Context: an optimization exercise on an open-source flow, tuned for small area, a short achievable clock period and few clock cycles per item. The choices shown serve that exercise and are no tape-out recipe.
In this exercise RTL edits were held to simulation tests only and were not proved equivalent to the original.
Power is estimated from default activity; no workload was simulated.

== nickel ==
==> module symbol_decider, before the edit <==
module symbol_decider (
    input  logic        sys_clk,
    input  logic        rst_n,
    input  logic        push,
    input  logic        push_bit,
    output logic [1:0]  qv,
    output logic        pop,
    output logic        symbol,
    output logic        symbol_valid,
    input  logic        symbol_ready
);
    logic [1:0] qd;
    logic [1:0] nv;
    logic [1:0] nd;
    assign pop          = qv[0] && symbol_ready;
    assign symbol       = qd[0];
    assign symbol_valid = qv[0];
    always_comb begin
        nv = pop ? {1'b0, qv[1]} : qv;
        nd = pop ? {qd[1], qd[1]} : qd;
        if (push) begin
            if (!nv[0]) nd[0] = push_bit;
            else        nd[1] = push_bit;
            nv = {nv[0], 1'b1};
        end
    end
    always_ff @(posedge sys_clk or negedge rst_n) begin
        if (!rst_n) qv <= '0;
        else        qv <= nv;
    end
    always_ff @(posedge sys_clk) begin
        qd <= nd;
    end
endmodule
==> module fsk_demod, before the edit <==
module fsk_demod (
    input  logic         sys_clk,
    input  logic         rst_n,
    input  logic [15:0]  sample_in,       
    input  logic         sample_valid,
    output logic         sample_ready,
    output logic         symbol,          
    output logic         symbol_valid,
    input  logic         symbol_ready
);
    localparam int W = 24;
    logic       rdy;
    logic       take;
    logic [7:0] phase;
    logic [7:0] q1;           
    logic       p7;           
    logic [7:0] s1;
    logic       l1;
    assign sample_ready = rdy;
    assign take         = sample_valid && rdy;
    assign phase = sample_in[15:8];
    always_ff @(posedge sys_clk) begin
        q1 <= phase[7] ? 8'd0 - phase : phase;
        p7 <= phase[7];
        s1 <= sample_in[7:0] & {8{take}};
    end
    logic       newlast;      
    assign newlast = take && (phase == 8'hFF);
    always_ff @(posedge sys_clk or negedge rst_n) begin
        if (!rst_n) l1 <= 1'b0;
        else        l1 <= newlast;
    end
    logic signed [8:0] dhalf;
    logic [8:0]        se;
    logic [3:0]        neg_n, one_n, two_n;
    logic [3:0]        neg2, one2, two2;
    logic [8:0]        d2;
    logic              l2;
    tone_ref_lookup u_lookup (.q(q1[6:0]), .dref(dhalf));
    always_comb begin
        se = {s1, 1'b0};
        for (int i = 0; i < 4; i++) begin
            neg_n[i] = se[2*i+2];
            one_n[i] = se[2*i+1] ^ se[2*i];
            two_n[i] = (se[2*i+2] & ~se[2*i+1] & ~se[2*i]) | (~se[2*i+2] & se[2*i+1] & se[2*i]);
        end
    end
    always_ff @(posedge sys_clk) begin
        d2   <= q1[7] ? 9'd0 : dhalf;       
        neg2 <= neg_n ^ {4{p7}};
        one2 <= one_n;
        two2 <= two_n;
    end
    logic [W-1:0] acc_s, acc_c;
    logic [W-1:0] nx_s, nx_c;
    logic         run;        
    logic         l3;         
    logic         flush;      
    fsk_mac u_mac (
        .neg (neg2),
        .one (one2),
        .two (two2),
        .d   (d2),
        .sm  (acc_s | ~{W{run}}),
        .cm  (acc_c & {W{run}}),
        .nx0 (nx_s),
        .nx1 (nx_c)
    );
    always_ff @(posedge sys_clk) begin
        acc_s <= nx_s;
        acc_c <= nx_c;
    end
    always_ff @(posedge sys_clk or negedge rst_n) begin
        if (!rst_n) begin
            l2      <= 1'b0;
            l3      <= 1'b0;
            flush   <= 1'b1;
            run     <= 1'b0;
        end else begin
            l2      <= l1;
            l3      <= l2;
            flush   <= 1'b0;
            run     <= !(l2 || flush);
        end
    end
    logic [W-1:0] total;
    logic         dec;        
    logic         l4;
    assign total = acc_s + acc_c;
    always_ff @(posedge sys_clk) begin
        dec <= !total[W-1];
    end
    always_ff @(posedge sys_clk or negedge rst_n) begin
        if (!rst_n) l4 <= 1'b0;
        else        l4 <= l3;
    end
    logic [1:0] qv;
    logic       pop;
    symbol_decider u_queue (
        .sys_clk      (sys_clk),
        .rst_n        (rst_n),
        .push         (l4),
        .push_bit     (dec),
        .qv           (qv),
        .pop          (pop),
        .symbol       (symbol),
        .symbol_valid (symbol_valid),
        .symbol_ready (symbol_ready)
    );
    logic [5:0] ends;
    logic       at_most_one;
    assign ends = {newlast, l1, l2, l3, l4, pop ? qv[1] : qv[0]};
    always_comb begin
        at_most_one = 1'b1;
        for (int i = 0; i < 6; i++)
            for (int j = i + 1; j < 6; j++)
                if (ends[i] && ends[j]) at_most_one = 1'b0;
    end
    always_ff @(posedge sys_clk or negedge rst_n) begin
        if (!rst_n) rdy <= 1'b0;
        else        rdy <= (pop || !qv[1]) && at_most_one;
    end
endmodule
clock: 6.0 ns
lec_check: 0
cap_margin: 20
core_margin: 2
core_utilization: 40
setup_slack_margin: 3.5
slew_margin: 20
standard.sh (not shown) runs the stock make flow with config.mk's settings and CLKGATE_MAP_FILE= SYNTH_SCRIPT=/design/flow/synth_recipe.tcl, a recipe that flattens the netlist after the stock synthesis.
==> flow/flow/run.sh <==
#!/bin/bash
# Own flow: the standard layout, with two changes.
#  1. Synthesis: the standard script, except that synth's "fine" step skips its quick abc
#     (so extract_fa sees the RTL's adders unscrambled) and the final abc uses an area
#     script with deepsyn (flow/abc_deep.script). The result is used only when it holds
#     exactly the standard synthesis's registers (names and cell types); otherwise the
#     standard synthesis is kept.
#  2. Port buffers are plain buffers (BUFFER_PORTS_ARGS) instead of the delay cells the
#     resizer picks by default.
# Every tool's output goes to a log file of its own in this folder.
set -u
W=$PWD
F=$W/flow
R=$W/orfs/results/$FLOW_PLATFORM/fsk_demod/base
PORTS='BUFFER_PORTS_ARGS=-buffer_cell sky130_fd_sc_hd__buf_4'

bash standard.sh synth > $W/log_standard_synth.txt 2>&1 || { echo "standard synth failed"; exit 1; }
cp $R/1_2_yosys.v $W/standard_1_2_yosys.v

# modified copy of ORFS's synth.tcl and of the standard flow's synthesis script
mkdir -p $W/mysynth
sed -e 's|^\(\s*synth -top $::env(DESIGN_NAME) -run fine: {\*}$synth_full_args\)|\1 -noabc|' \
    -e "s|^source \$::env(SCRIPTS_DIR)/synth_preamble.tcl|&\nset abc_args [lreplace \$abc_args 1 1 $F/abc_deep.script]|" \
    $FLOW_HOME/scripts/synth.tcl > $W/mysynth/synth.tcl
sed "s|source \$::env(SCRIPTS_DIR)/synth.tcl|source $W/mysynth/synth.tcl|" $W/synth_recipe.tcl > $W/mysynth/synth_recipe.tcl

if make -C $FLOW_HOME DESIGN_CONFIG=$W/config.mk WORK_HOME=$W/mysynth/orfs CLKGATE_MAP_FILE= \
     SYNTH_SCRIPT=$W/mysynth/synth_recipe.tcl synth > $W/log_my_synth.txt 2>&1; then
  M=$W/mysynth/orfs/results/$FLOW_PLATFORM/fsk_demod/base/1_2_yosys.v
  if python3 $F/regcmp.py $W/standard_1_2_yosys.v $M > $W/log_regcmp.txt 2>&1; then
    cp $M $R/1_2_yosys.v
    rm -f $R/1_synth.odb $R/1_synth.sdc
    echo "using the modified synthesis"
  else
    echo "registers differ: keeping the standard synthesis"
  fi
else
  echo "modified synthesis failed: keeping the standard synthesis"
fi

bash standard.sh "$PORTS" finish > $W/log_standard_finish.txt 2>&1 || { echo "layout failed"; exit 1; }
test -f $W/out/final.def
Other scripts of this flow, unchanged in this note and not shown: flow/flow/abc_deep.script, flow/flow/regcmp.py
Testbench counts of nickel, summed over its fixed seeds: cycles 65,576, items 65,536.
## Diff of input files: indigo against nickel
--- a/flow/design.v
+++ b/flow/design.v
@@ -404,29 +404,30 @@
 module symbol_decider (
     input  logic        sys_clk,
     input  logic        rst_n,
     input  logic        push,
     input  logic        push_bit,
-    output logic [1:0]  qv,
-    output logic        pop,
+    output logic [2:0]  qv,
     output logic        symbol,
     output logic        symbol_valid,
     input  logic        symbol_ready
 );
-    logic [1:0] qd;
-    logic [1:0] nv;
-    logic [1:0] nd;
+    logic [2:0] qd;
+    logic [2:0] nv;
+    logic [2:0] nd;
+    logic       pop;
     assign pop          = qv[0] && symbol_ready;
     assign symbol       = qd[0];
     assign symbol_valid = qv[0];
     always_comb begin
-        nv = pop ? {1'b0, qv[1]} : qv;
-        nd = pop ? {qd[1], qd[1]} : qd;
+        nv = pop ? {1'b0, qv[2:1]} : qv;
+        nd = pop ? {qd[2], qd[2:1]} : qd;
         if (push) begin
-            if (!nv[0]) nd[0] = push_bit;
-            else        nd[1] = push_bit;
-            nv = {nv[0], 1'b1};
+            if (!nv[0])      nd[0] = push_bit;
+            else if (!nv[1]) nd[1] = push_bit;
+            else             nd[2] = push_bit;
+            nv = {nv[1:0], 1'b1};
         end
     end
     always_ff @(posedge sys_clk or negedge rst_n) begin
         if (!rst_n) qv <= '0;
         else        qv <= nv;
@@ -459,15 +460,13 @@
     always_ff @(posedge sys_clk) begin
         q1 <= phase[7] ? 8'd0 - phase : phase;
         p7 <= phase[7];
         s1 <= sample_in[7:0] & {8{take}};
     end
-    logic       newlast;      
-    assign newlast = take && (phase == 8'hFF);
     always_ff @(posedge sys_clk or negedge rst_n) begin
         if (!rst_n) l1 <= 1'b0;
-        else        l1 <= newlast;
+        else        l1 <= take && (sample_in[15:8] == 8'hFF);
     end
     logic signed [8:0] dhalf;
     logic [8:0]        se;
     logic [3:0]        neg_n, one_n, two_n;
     logic [3:0]        neg2, one2, two2;
@@ -529,32 +528,30 @@
     end
     always_ff @(posedge sys_clk or negedge rst_n) begin
         if (!rst_n) l4 <= 1'b0;
         else        l4 <= l3;
     end
-    logic [1:0] qv;
-    logic       pop;
+    logic [2:0] qv;
     symbol_decider u_queue (
         .sys_clk      (sys_clk),
         .rst_n        (rst_n),
         .push         (l4),
         .push_bit     (dec),
         .qv           (qv),
-        .pop          (pop),
         .symbol       (symbol),
         .symbol_valid (symbol_valid),
         .symbol_ready (symbol_ready)
     );
-    logic [5:0] ends;
+    logic [4:0] ends;
     logic       at_most_one;
-    assign ends = {newlast, l1, l2, l3, l4, pop ? qv[1] : qv[0]};
+    assign ends = {qv[0], l1, l2, l3, l4};
     always_comb begin
         at_most_one = 1'b1;
-        for (int i = 0; i < 6; i++)
-            for (int j = i + 1; j < 6; j++)
+        for (int i = 0; i < 5; i++)
+            for (int j = i + 1; j < 5; j++)
                 if (ends[i] && ends[j]) at_most_one = 1'b0;
     end
     always_ff @(posedge sys_clk or negedge rst_n) begin
         if (!rst_n) rdy <= 1'b0;
-        else        rdy <= (pop || !qv[1]) && at_most_one;
+        else        rdy <= !qv[1] && at_most_one;
     end
 endmodule
--- outcome ---
Summary of indigo over nickel: overall fraction of global-route tracks in use now smaller; area after synthesis now larger.
On internal power consumption, the higher figure sits with indigo, not nickel.
Of indigo and nickel, it is indigo that has the higher fraction of area in clock buffers and inverters.
| layout-stage area growth over the synthesis result | indigo vs nickel | 0.29 points lower |
indigo ends up with a power in sequential cells that is about 4% higher than in nickel.
Testbench counts of indigo, summed over its fixed seeds: cycles 65,576, items 65,536.

afterwards: timing with drivers on the ports:
No port has a modelled driver above. Below, the same layouts with a new extraction and two added sets of constraints.
Step 1 assumes that a clkbuf_16 drives the clock port and a buf_2 every other input.
Step 2 times the ports against the registers' clock, not the clock port: input delays grow and output delays shrink by t, the midpoint of the rising clock arrivals with the driver on.
a / b / c = ideal / step 1 / step 2; a / b = the first two.
| run | t (ns) | setup WS [ns] | worst setup path at the end | slew at the worst register clock pin (ns) |
|---|---|---|---|---|
| nickel | 0.386 | 3.531 / 3.531 / 3.302 | input to register | 0.07 / 0.07 |
| indigo | 0.382 | 3.476 / 3.476 / 3.476 | register to register | 0.07 / 0.07 |
After both steps every run listed still meets setup and hold. The setup slack of nickel, which loses most, moves by 0.000 ns with the drivers and by -0.229 ns with both steps.
